Source: an optimization exercise on an open RTL-to-GDS flow (aim: small area, a short achievable clock period and few clock cycles). Production flows keep margins and buffers that such runs may drop.
Only simulation tests tie the RTL to the original design; equivalence was not proved.
No activity file was given, so power comes from the tool's default toggle rates.

==> module WordSplitAdd, before the edit <==
module WordSplitAdd #(
    parameter int NB = 4,
    parameter logic [8*NB+7:0] BND = {8'd32, 8'd24, 8'd16, 8'd8, 8'd0}
) (
    input  logic [31:0]   x,
    input  logic [31:0]   y,
    input  logic [31:0]   z,
    input  logic          y0,     
    output logic [31:0]   s0,     
    output logic [NB-1:0] g,      
    output logic [NB-1:0] p,      
    output logic          c31     
);
    logic [31:0] s, c, w;
    assign s = x ^ y ^ z;
    assign c = (x & y) | (x & z) | (y & z);
    assign w = {c[30:0], y0};
    for (genvar b = 0; b < NB; b++) begin : g_blk
        localparam int LO = BND[8*b +: 8];
        localparam int BW = BND[8*(b+1) +: 8] - LO;
        assign {g[b], s0[LO +: BW]} = {1'b0, s[LO +: BW]} + {1'b0, w[LO +: BW]};
        assign p[b] = &(s[LO +: BW] ^ w[LO +: BW]);
    end
    assign c31 = c[31];
endmodule
==> module WordFinish, before the edit <==
module WordFinish #(
    parameter int NB = 4,
    parameter logic [8*NB+7:0] BND = {8'd32, 8'd24, 8'd16, 8'd8, 8'd0}
) (
    input  logic [31:0]   s0,
    input  logic [NB-1:0] g,
    input  logic [NB-1:0] p,
    input  logic          cin,
    output logic [31:0]   sum,
    output logic          cout
);
    logic [NB:0] cb;
    always_comb begin
        for (int b = 0; b <= NB; b++) begin
            logic t;
            t = cin;
            for (int k = 0; k < b; k++) t = t & p[k];
            cb[b] = t;
            for (int k = 0; k < b; k++) begin
                t = g[k];
                for (int j = k + 1; j < b; j++) t = t & p[j];
                cb[b] = cb[b] | t;
            end
        end
    end
    for (genvar b = 0; b < NB; b++) begin : g_blk
        localparam int LO = BND[8*b +: 8];
        localparam int BW = BND[8*(b+1) +: 8] - LO;
        for (genvar i = 0; i < BW; i++) begin : g_bit
            if (i == 0) begin : g_lsb
                assign sum[LO] = s0[LO] ^ cb[b];
            end else begin : g_up
                assign sum[LO + i] = s0[LO + i] ^ (cb[b] & (&s0[LO +: i]));
            end
        end
    end
    assign cout = cb[NB];
endmodule
==> module p256_mod_add, before the edit <==
module p256_mod_add #(
    parameter int RD_LAT = 3
) (
    input  logic        clk,
    input  logic        rst_n,
    input  logic        ena,
    input  logic [31:0] a_din,
    input  logic [31:0] b_din,
    output logic        rdy,
    output logic [2:0]  a_addr,
    output logic [2:0]  b_addr,
    output logic [2:0]  d_addr,
    output logic        d_wren,
    output logic [31:0] d_dout
);
    localparam int NB = 6;
    localparam logic [8*NB+7:0] BND = {8'd32, 8'd26, 8'd21, 8'd16, 8'd11, 8'd6, 8'd0};
    logic [3:0]  k_q, k_d;
    logic        r_q, f_q, cin_q;
    logic        bad;
    logic        first, word0;
    logic        m_q, m0_q;
    logic [31:0] s0_q, s0;
    logic [NB-1:0] g_q, p_q, g, p;
    logic        c31_q, c31;
    logic        co;
    logic [31:0] z;
    assign first = k_q == 4'd2;
    assign word0 = k_q == 4'd3;
    assign z = {{30{m_q}}, m_q | first, m0_q};
    WordSplitAdd #(.NB(NB), .BND(BND)) u_split (
        .x(a_din), .y(b_din), .z(z), .y0(c31_q & ~first & ~word0),
        .s0(s0), .g(g), .p(p), .c31(c31)
    );
    WordFinish #(.NB(NB), .BND(BND)) u_fin (
        .s0(s0_q), .g(g_q), .p(p_q), .cin(cin_q),
        .sum(d_dout), .cout(co)
    );
    assign a_addr = k_q[2:0];
    assign b_addr = k_q[2:0];
    assign d_addr = {~k_q[2], k_q[1:0]};
    assign d_wren = k_q >= 4'd4 && k_q <= 4'd11;
    assign rdy    = k_q == 4'd12;
    assign bad = k_q == 4'd11 && r_q && !(co || c31_q);
    always_comb begin
        k_d = k_q;
        if (bad) begin
            k_d = 4'd15;
        end else if (k_q != 4'd12) begin
            k_d = k_q + 4'd1;
        end
    end
    always_ff @(posedge clk or negedge rst_n) begin
        if (!rst_n) begin
            k_q     <= 4'd15;
            r_q     <= 1'b0;
            f_q     <= 1'b0;
            cin_q   <= 1'b0;
            m_q     <= 1'b0;
            m0_q    <= 1'b0;
        end else if (ena) begin
            k_q <= k_d;
            if (bad) f_q <= 1'b1;
            if (k_q == 4'd3) begin
                r_q   <= (co | c31_q) & ~f_q;
                cin_q <= (co | c31_q) & ~f_q;
            end else begin
                cin_q <= co & (k_q != 4'd2);
            end
            m_q     <= r_q && k_d >= 4'd6 && k_d <= 4'd9;
            m0_q    <= r_q && k_d >= 4'd6 && k_d <= 4'd8;
        end
    end
    always_ff @(posedge clk) begin
        if (ena) begin
            s0_q  <= s0;
            g_q   <= g;
            p_q   <= p;
            c31_q <= c31;
        end
    end
endmodule
==> flow/config.mk <==
export PLATFORM = sky130hd
export DESIGN_NAME = p256_mod_add
export DESIGN_NICKNAME = p256_mod_add
export VERILOG_FILES = /design/flow/design.v
export SDC_FILE = /design/flow/constraint.sdc
export NUM_CORES = 4
export LEC_CHECK = 0
export ABC_AREA = 1
export CAP_MARGIN = 20
export CORE_MARGIN = 2
export CORE_UTILIZATION = 40
export SETUP_SLACK_MARGIN = 2.8
export SLEW_MARGIN = 20
==> flow/constraint.sdc <==
create_clock -name core_clock -period 6.0 [get_ports {clk}]
set_input_delay 1.2000 -clock core_clock [delete_from_list [all_inputs] [get_ports {clk}]]
set_output_delay 1.2000 -clock core_clock [all_outputs]
set_load 0.01 [all_outputs]
standard.sh (not shown) runs the stock make flow with config.mk's settings and CLKGATE_MAP_FILE= SYNTH_SCRIPT=/design/flow/synth_recipe.tcl, a recipe that flattens the netlist after the stock synthesis.
==> flow/flow/run.sh <==
#!/bin/bash
# The standard layout, with the port buffers inserted as the smallest buffer
# (sky130_fd_sc_hd__buf_1) instead of the resizer's default pick; timing repair
# resizes them from there. Each step's full output stays in orfs/logs; make's own
# output goes to standard.log.
set -euo pipefail
export BUFFER_PORTS_ARGS="-buffer_cell sky130_fd_sc_hd__buf_1"
bash standard.sh > standard.log 2>&1
Testbench counts at the start, summed over its fixed seeds: cycles 4,480.
Change:
--- a/flow/design.v
+++ b/flow/design.v
@@ -4,10 +4,9 @@
     localparam logic [255:0] K_256 =
         256'h00000000fffffffeffffffffffffffffffffffff000000000000000000000001;
 endpackage
 module WordSplitAdd #(
-    parameter int NB = 4,
-    parameter logic [8*NB+7:0] BND = {8'd32, 8'd24, 8'd16, 8'd8, 8'd0}
+    parameter int NB = 2
 ) (
     input  logic [31:0]   x,
     input  logic [31:0]   y,
     input  logic [31:0]   z,
@@ -16,31 +15,30 @@
     output logic [NB-1:0] g,      
     output logic [NB-1:0] p,      
     output logic          c31     
 );
+    localparam int BW = 32 / NB;
     logic [31:0] s, c, w;
     assign s = x ^ y ^ z;
     assign c = (x & y) | (x & z) | (y & z);
     assign w = {c[30:0], y0};
     for (genvar b = 0; b < NB; b++) begin : g_blk
-        localparam int LO = BND[8*b +: 8];
-        localparam int BW = BND[8*(b+1) +: 8] - LO;
-        assign {g[b], s0[LO +: BW]} = {1'b0, s[LO +: BW]} + {1'b0, w[LO +: BW]};
-        assign p[b] = &(s[LO +: BW] ^ w[LO +: BW]);
+        assign {g[b], s0[b*BW +: BW]} = {1'b0, s[b*BW +: BW]} + {1'b0, w[b*BW +: BW]};
+        assign p[b] = &(s[b*BW +: BW] ^ w[b*BW +: BW]);
     end
     assign c31 = c[31];
 endmodule
 module WordFinish #(
-    parameter int NB = 4,
-    parameter logic [8*NB+7:0] BND = {8'd32, 8'd24, 8'd16, 8'd8, 8'd0}
+    parameter int NB = 2
 ) (
     input  logic [31:0]   s0,
     input  logic [NB-1:0] g,
     input  logic [NB-1:0] p,
     input  logic          cin,
     output logic [31:0]   sum,
     output logic          cout
 );
+    localparam int BW = 32 / NB;
     logic [NB:0] cb;
     always_comb begin
         for (int b = 0; b <= NB; b++) begin
             logic t;
@@ -54,15 +52,13 @@
             end
         end
     end
     for (genvar b = 0; b < NB; b++) begin : g_blk
-        localparam int LO = BND[8*b +: 8];
-        localparam int BW = BND[8*(b+1) +: 8] - LO;
         for (genvar i = 0; i < BW; i++) begin : g_bit
             if (i == 0) begin : g_lsb
-                assign sum[LO] = s0[LO] ^ cb[b];
+                assign sum[b*BW] = s0[b*BW] ^ cb[b];
             end else begin : g_up
-                assign sum[LO + i] = s0[LO + i] ^ (cb[b] & (&s0[LO +: i]));
+                assign sum[b*BW + i] = s0[b*BW + i] ^ (cb[b] & (&s0[b*BW +: i]));
             end
         end
     end
     assign cout = cb[NB];
@@ -81,28 +77,24 @@
     output logic [2:0]  d_addr,
     output logic        d_wren,
     output logic [31:0] d_dout
 );
-    localparam int NB = 6;
-    localparam logic [8*NB+7:0] BND = {8'd32, 8'd26, 8'd21, 8'd16, 8'd11, 8'd6, 8'd0};
+    localparam int NB = 4;
     logic [3:0]  k_q, k_d;
     logic        r_q, f_q, cin_q;
     logic        bad;
-    logic        first, word0;
-    logic        m_q, m0_q;
+    logic        first_q, word0_q, m_q, m0_q;
     logic [31:0] s0_q, s0;
     logic [NB-1:0] g_q, p_q, g, p;
     logic        c31_q, c31;
     logic        co;
     logic [31:0] z;
-    assign first = k_q == 4'd2;
-    assign word0 = k_q == 4'd3;
-    assign z = {{30{m_q}}, m_q | first, m0_q};
-    WordSplitAdd #(.NB(NB), .BND(BND)) u_split (
-        .x(a_din), .y(b_din), .z(z), .y0(c31_q & ~first & ~word0),
+    assign z = {{30{m_q}}, m_q | first_q, m0_q};
+    WordSplitAdd #(.NB(NB)) u_split (
+        .x(a_din), .y(b_din), .z(z), .y0(c31_q & ~first_q & ~word0_q),
         .s0(s0), .g(g), .p(p), .c31(c31)
     );
-    WordFinish #(.NB(NB), .BND(BND)) u_fin (
+    WordFinish #(.NB(NB)) u_fin (
         .s0(s0_q), .g(g_q), .p(p_q), .cin(cin_q),
         .sum(d_dout), .cout(co)
     );
     assign a_addr = k_q[2:0];
@@ -124,8 +116,10 @@
             k_q     <= 4'd15;
             r_q     <= 1'b0;
             f_q     <= 1'b0;
             cin_q   <= 1'b0;
+            first_q <= 1'b0;
+            word0_q <= 1'b0;
             m_q     <= 1'b0;
             m0_q    <= 1'b0;
         end else if (ena) begin
             k_q <= k_d;
@@ -135,8 +129,10 @@
                 cin_q <= (co | c31_q) & ~f_q;
             end else begin
                 cin_q <= co & (k_q != 4'd2);
             end
+            first_q <= k_d == 4'd2;
+            word0_q <= k_d == 4'd3;
             m_q     <= r_q && k_d >= 4'd6 && k_d <= 4'd9;
             m0_q    <= r_q && k_d >= 4'd6 && k_d <= 4'd8;
         end
     end
The changed run finished clean.
Setup slack degrades by 0.038 ns.
Design area is higher by 3.3%.
Worst hold slack degrades by 0.011 ns.
Clock-buffer cell count does not change.
Area after synthesis is higher by 3.0%.
Synthesized cell count is higher by 12%.
Global-route usage is lower by 0.51 points.
Register-to-register slack improves by 0.02 ns.
Fmax is lower by 1.2%.
Routed wire length is higher by 2.4%.
Via count is higher by 11%.
Non-clock buffer count is lower by 3.
Die area is higher by 2.9%.
Testbench counts after the change, summed over its fixed seeds: cycles 4,480.

* * *

The RTL this note starts from:
==> flow/design.v <==
package p256_pkg;
    localparam logic [255:0] P_256 =
        256'hffffffff00000001000000000000000000000000ffffffffffffffffffffffff;
    localparam logic [255:0] K_256 =
        256'h00000000fffffffeffffffffffffffffffffffff000000000000000000000001;
endpackage
module WordSplitAdd #(
    parameter int NB = 4,
    parameter logic [8*NB+7:0] BND = {8'd32, 8'd24, 8'd16, 8'd8, 8'd0}
) (
    input  logic [31:0]   x,
    input  logic [31:0]   y,
    input  logic [31:0]   z,
    input  logic          y0,     
    output logic [31:0]   s0,     
    output logic [NB-1:0] g,      
    output logic [NB-1:0] p,      
    output logic          c31     
);
    logic [31:0] s, c, w;
    assign s = x ^ y ^ z;
    assign c = (x & y) | (x & z) | (y & z);
    assign w = {c[30:0], y0};
    for (genvar b = 0; b < NB; b++) begin : g_blk
        localparam int LO = BND[8*b +: 8];
        localparam int BW = BND[8*(b+1) +: 8] - LO;
        assign {g[b], s0[LO +: BW]} = {1'b0, s[LO +: BW]} + {1'b0, w[LO +: BW]};
        assign p[b] = &(s[LO +: BW] ^ w[LO +: BW]);
    end
    assign c31 = c[31];
endmodule
module WordFinish #(
    parameter int NB = 4,
    parameter logic [8*NB+7:0] BND = {8'd32, 8'd24, 8'd16, 8'd8, 8'd0}
) (
    input  logic [31:0]   s0,
    input  logic [NB-1:0] g,
    input  logic [NB-1:0] p,
    input  logic          cin,
    output logic [31:0]   sum,
    output logic          cout
);
    logic [NB:0] cb;
    always_comb begin
        for (int b = 0; b <= NB; b++) begin
            logic t;
            t = cin;
            for (int k = 0; k < b; k++) t = t & p[k];
            cb[b] = t;
            for (int k = 0; k < b; k++) begin
                t = g[k];
                for (int j = k + 1; j < b; j++) t = t & p[j];
                cb[b] = cb[b] | t;
            end
        end
    end
    for (genvar b = 0; b < NB; b++) begin : g_blk
        localparam int LO = BND[8*b +: 8];
        localparam int BW = BND[8*(b+1) +: 8] - LO;
        for (genvar i = 0; i < BW; i++) begin : g_bit
            if (i == 0) begin : g_lsb
                assign sum[LO] = s0[LO] ^ cb[b];
            end else begin : g_up
                assign sum[LO + i] = s0[LO + i] ^ (cb[b] & (&s0[LO +: i]));
            end
        end
    end
    assign cout = cb[NB];
endmodule
module p256_mod_add #(
    parameter int RD_LAT = 3
) (
    input  logic        clk,
    input  logic        rst_n,
    input  logic        ena,
    input  logic [31:0] a_din,
    input  logic [31:0] b_din,
    output logic        rdy,
    output logic [2:0]  a_addr,
    output logic [2:0]  b_addr,
    output logic [2:0]  d_addr,
    output logic        d_wren,
    output logic [31:0] d_dout
);
    localparam int NB = 6;
    localparam logic [8*NB+7:0] BND = {8'd32, 8'd27, 8'd22, 8'd17, 8'd12, 8'd6, 8'd0};
    logic [3:0]  k_q, k_d;
    logic        r_q, f_q, cin_q;
    logic        bad;
    logic        first, word0;
    logic        m_q, m0_q;
    logic [31:0] s0_q, s0;
    logic [NB-1:0] g_q, p_q, g, p;
    logic        c31_q, c31;
    logic        co;
    logic [31:0] z;
    assign first = k_q == 4'd2;
    assign word0 = k_q == 4'd3;
    assign z = {{30{m_q}}, m_q | first, m0_q};
    WordSplitAdd #(.NB(NB), .BND(BND)) u_split (
        .x(a_din), .y(b_din), .z(z), .y0(c31_q & ~first & ~word0),
        .s0(s0), .g(g), .p(p), .c31(c31)
    );
    WordFinish #(.NB(NB), .BND(BND)) u_fin (
        .s0(s0_q), .g(g_q), .p(p_q), .cin(cin_q),
        .sum(d_dout), .cout(co)
    );
    assign a_addr = k_q[2:0];
    assign b_addr = k_q[2:0];
    assign d_addr = {~k_q[2], k_q[1:0]};
    assign d_wren = k_q >= 4'd4 && k_q <= 4'd11;
    assign rdy    = k_q == 4'd12;
    assign bad = k_q == 4'd11 && r_q && !(co || c31_q);
    always_comb begin
        k_d = k_q;
        if (bad) begin
            k_d = 4'd15;
        end else if (k_q != 4'd12) begin
            k_d = k_q + 4'd1;
        end
    end
    always_ff @(posedge clk or negedge rst_n) begin
        if (!rst_n) begin
            k_q     <= 4'd15;
            r_q     <= 1'b0;
            f_q     <= 1'b0;
            cin_q   <= 1'b0;
            m_q     <= 1'b0;
            m0_q    <= 1'b0;
        end else if (ena) begin
            k_q <= k_d;
            if (bad) f_q <= 1'b1;
            if (k_q == 4'd3) begin
                r_q   <= (co | c31_q) & ~f_q;
                cin_q <= (co | c31_q) & ~f_q;
            end else begin
                cin_q <= co & (k_q != 4'd2);
            end
            m_q     <= r_q && k_d >= 4'd6 && k_d <= 4'd9;
            m0_q    <= r_q && k_d >= 4'd6 && k_d <= 4'd8;
        end
    end
    always_ff @(posedge clk) begin
        if (ena) begin
            s0_q  <= s0;
            g_q   <= g;
            p_q   <= p;
            c31_q <= c31;
        end
    end
endmodule
==> flow/config.mk <==
export PLATFORM = sky130hd
export DESIGN_NAME = p256_mod_add
export DESIGN_NICKNAME = p256_mod_add
export VERILOG_FILES = /design/flow/design.v
export SDC_FILE = /design/flow/constraint.sdc
export NUM_CORES = 4
export LEC_CHECK = 0
export ABC_AREA = 1
export CAP_MARGIN = 20
export CORE_MARGIN = 2
export CORE_UTILIZATION = 40
export SETUP_SLACK_MARGIN = 2.9
export SLEW_MARGIN = 20
==> flow/constraint.sdc <==
create_clock -name core_clock -period 6.0 [get_ports {clk}]
set_input_delay 1.2000 -clock core_clock [delete_from_list [all_inputs] [get_ports {clk}]]
set_output_delay 1.2000 -clock core_clock [all_outputs]
set_load 0.01 [all_outputs]
Scripts as last shown in full above: flow/flow/run.sh
Testbench counts at the start, summed over its fixed seeds: cycles 4,480.
Rerun with:
--- a/flow/design.v
+++ b/flow/design.v
@@ -81,10 +81,10 @@
     output logic [2:0]  d_addr,
     output logic        d_wren,
     output logic [31:0] d_dout
 );
-    localparam int NB = 6;
-    localparam logic [8*NB+7:0] BND = {8'd32, 8'd27, 8'd22, 8'd17, 8'd12, 8'd6, 8'd0};
+    localparam int NB = 5;
+    localparam logic [8*NB+7:0] BND = {8'd32, 8'd26, 8'd20, 8'd14, 8'd7, 8'd0};
     logic [3:0]  k_q, k_d;
     logic        r_q, f_q, cin_q;
     logic        bad;
     logic        first, word0;
Setup slack degrades by 0.012 ns. Worst hold slack improves by 0.0055 ns. Non-clock buffer count went up by 3. Design area is higher by 0.94%. Utilization went up by 0.44 points. Clock-buffer cell count shrinks by 3. First-iteration DRC count is lower by 36%. Wire length came out lower by about 0.8%. Power came out higher by 16%. Sequential share of layout area is lower by 1.5 points.
Testbench counts after the change, summed over its fixed seeds: cycles 4,480.

-- what the ideal ports hide --
Ports are ideal in the flow. The routed layouts listed here were re-timed in OpenROAD. Step 1, drivers: a clkbuf_16 drives clk and a buf_2 each remaining input, both assumed. Step 2 times the ports against the registers' clock, not the clock port: input delays grow and output delays shrink by t, the midpoint of the rising clock arrivals with the driver on. Three values: ideal, step 1, step 2; two values: the first two.
run | shift t [ns] | setup WS [ns] | worst setup path at the end | cell pins on the clock port's net
the first run of note 1 | 0.333 | 2.968 / 2.938 / 2.734 | input to register | 1
the second run of note 1 | 0.311 | 2.930 / 2.942 / 2.631 | input to register | 1
the first run of note 2 | 0.336 | 2.971 / 2.940 / 2.720 | input to register | 1
the second run of note 2 | 0.325 | 2.959 / 2.966 / 2.641 | input to register | 1
After both steps every run listed still meets setup and hold. The setup slack of the second run of note 2, which loses most, moves by +0.007 ns with the drivers and by -0.318 ns with both steps.
